This is an optimization exercise on Yosys and OpenROAD, whose aim is small area, a short achievable clock period and few clock cycles per item, not a production implementation.
The RTL was checked by simulation tests, not by an equivalence proof against the original design.
No activity file was given, so power comes from the tool's default toggle rates.

Setup of run A:
## playback_rate_trim_controller
module playback_rate_trim_controller #(
  parameter int AVERAGE_LENGTH = 128
) (
  input  logic        clk,
  input  logic        rst,
  input  logic        in_valid,
  output logic        in_stall,
  input  logic [24:0] in_data,
  output logic        out_valid,
  input  logic        out_stall,
  output logic [34:0] out_data,
  input  logic        cfg_valid,
  output logic        cfg_ready,
  input  logic [1:0]  cfg_index,
  input  logic [15:0] cfg_data
);
For scale: ~6400 cells after synthesis, about 2500 flip-flops, roughly 100000 um^2 of cells after synthesis.
Settings: LEC_CHECK=0, ABC_CLOCK_PERIOD_IN_PS=3000, CAP_MARGIN=20, CORE_MARGIN=2, CORE_UTILIZATION=60, CTS_CLUSTER_DIAMETER=80, CTS_CLUSTER_SIZE=24, PLACE_DENSITY=0.75, SETUP_SLACK_MARGIN=4.6, SLEW_MARGIN=20, TNS_END_PERCENT=30; clock period 8.0 ns.
run.sh (not shown) runs the stock make flow with config.mk's settings and CLKGATE_MAP_FILE= SYNTH_SCRIPT=/design/flow/synth_recipe.tcl, a recipe that flattens the netlist after the stock synthesis.
Testbench counts of run A, summed over its fixed seeds: cycles 2,200, items 2,048.
Changes in run B relative to run A:
- CTS_CLUSTER_SIZE changed from 24 to 28
- CORE_UTILIZATION changed from 60 to 65
- TNS_END_PERCENT removed (was 30)
- PLACE_DENSITY changed from 0.75 to 0.8
- CTS_CLUSTER_DIAMETER changed from 80 to 90
Going from run A to run B, hold slack did not really move, number of global-route vias before repair went down, critical path depth went down, post-route minimum period went down.
When the final numbers for run B and run A were put side by side, the relative slew slack turned out to be greater in run A.
Of the two values seen for uppermost signal routing layer after detailed routing, met4 was produced by run A and met5 by run B.
## Diff of input files: run C against run B
- swapping 0.8 for 0.85 in PLACE_DENSITY
- swapping 65 for 70 in CORE_UTILIZATION
Findings:
- Looking at number of gates given a new drive strength after cts across run B and run C, the one that comes out lower is run C.
- Looking at maximum cell stage delay along the critical path across run B and run C, the one that comes out lower is run C.
- Power, run B and run C: larger value in run C
- Comparing ratio of final minimum period to clock period for run B and run C, the bigger number came from run C.

========
Setup of gamma:
playback_rate_trim_controller, a different RTL version from the one above (not shown whole).
For scale: ~2500 flip-flops, ~86 I/O pins.
clock: 8.0 ns
lec_check: 0
abc_clock_period_in_ps: 3000
cap_margin: 20
core_margin: 2
core_utilization: 60
cts_cluster_diameter: 100
cts_cluster_size: 30
place_density: 0.75
setup_slack_margin: 5.0
slew_margin: 20
Testbench counts of gamma, summed over its fixed seeds: cycles 2,200, items 2,048.
Input-level comparison between delta and gamma:
- SETUP_SLACK_MARGIN changed from 5.0 to 4.6
Notes after the runs:
Taking gamma over delta, the combined area of the multi-input logic cells ratio works out to 1.08. The sequential cell area share in delta sits 2.9 points above the value recorded for gamma. Total power (delta / gamma): 0.944. delta against gamma: leakage component of the power decreased 4.9%, buffers inserted during post-CTS setup optimization dropped 265, worst setup slack has remained practically unchanged, sequential group share of total power now larger. Total met3 wirelength after detailed routing, gamma and delta: higher on gamma. Between gamma and delta, the cell count went down. Compared to gamma, delta has met1 layer usage reported by global route 1.2 points lower. delta vs gamma — area of all placed cells without fillers dropped by a few percent.

========
playback_rate_trim_controller with an RTL version that a note above also has.
Size: ~6400 cells after synthesis, about 2500 flip-flops.
==> flow/config.mk <==
export PLATFORM = sky130hd
export DESIGN_NAME = playback_rate_trim_controller
export DESIGN_NICKNAME = playback_rate_trim_controller
export VERILOG_FILES = /design/flow/design.v
export SDC_FILE = /design/flow/constraint.sdc
export NUM_CORES = 4
export LEC_CHECK = 0
export ABC_CLOCK_PERIOD_IN_PS = 3000
export CAP_MARGIN = 20
export CORE_MARGIN = 2
export CORE_UTILIZATION = 65
export CTS_CLUSTER_DIAMETER = 90
export CTS_CLUSTER_SIZE = 28
export PLACE_DENSITY = 0.8
export SETUP_SLACK_MARGIN = 4.7
export SLEW_MARGIN = 20
==> flow/constraint.sdc <==
create_clock -name core_clock -period 8.0 [get_ports {clk}]
set_input_delay 1.6000 -clock core_clock [delete_from_list [all_inputs] [get_ports {clk}]]
set_output_delay 1.6000 -clock core_clock [all_outputs]
set_load 0.01 [all_outputs]
The first run completed without violations.
Testbench counts at the start, summed over its fixed seeds: cycles 2,200, items 2,048.
Next try:
- CORE_UTILIZATION: 65 -> 60
- CTS_CLUSTER_DIAMETER: 90 -> 80
- CTS_CLUSTER_SIZE: 28 -> 24
- PLACE_DENSITY: 0.8 -> 0.75
- SETUP_SLACK_MARGIN: 4.7 -> 4.6
Result: Cell area is about the same. Non-clock buffer count shrinks by 40. Total power grows by 0.53%. Sequential power hardly moves. Combinational power goes down by about 6%. Register-to-register slack improved by 0.03 ns.

separate check: timing with driven ports:
In the flow no input, the clock included, has a driving cell. The finished layouts below were timed again as built, in two steps.
Step 1: set_driving_cell puts a clkbuf_16 on clk and a buf_2 on each other input, an assumption about the parent block.
Step 2 adds t to the input delays and takes it off the output delays; t is the mean of the earliest and latest rising clock arrival at the registers after step 1. Input paths then give back, and output paths get back, about the clock's delay inside the block.
Slacks: no drivers / after step 1 / after step 2; pairs: no drivers / after step 1.
run	t (ns)	setup slack, ns	worst setup path after step 2
run A	0.879	4.557 / 4.522 / 4.557	register to register
run B	0.861	4.663 / 4.572 / 4.503	input to register
run C	0.839	4.550 / 4.550 / 4.543	input to register
gamma	0.848	3.946 / 3.946 / 3.946	register to register
delta	0.839	3.948 / 3.948 / 3.948	register to register
the first run of note 3	0.859	4.601 / 4.601 / 4.496	input to register
the second run of note 3	0.879	4.635 / 4.592 / 4.560	input to register
After both steps every run listed still meets setup and hold. The setup slack of run B, which loses most, moves by -0.091 ns with the drivers and by -0.160 ns with both steps.
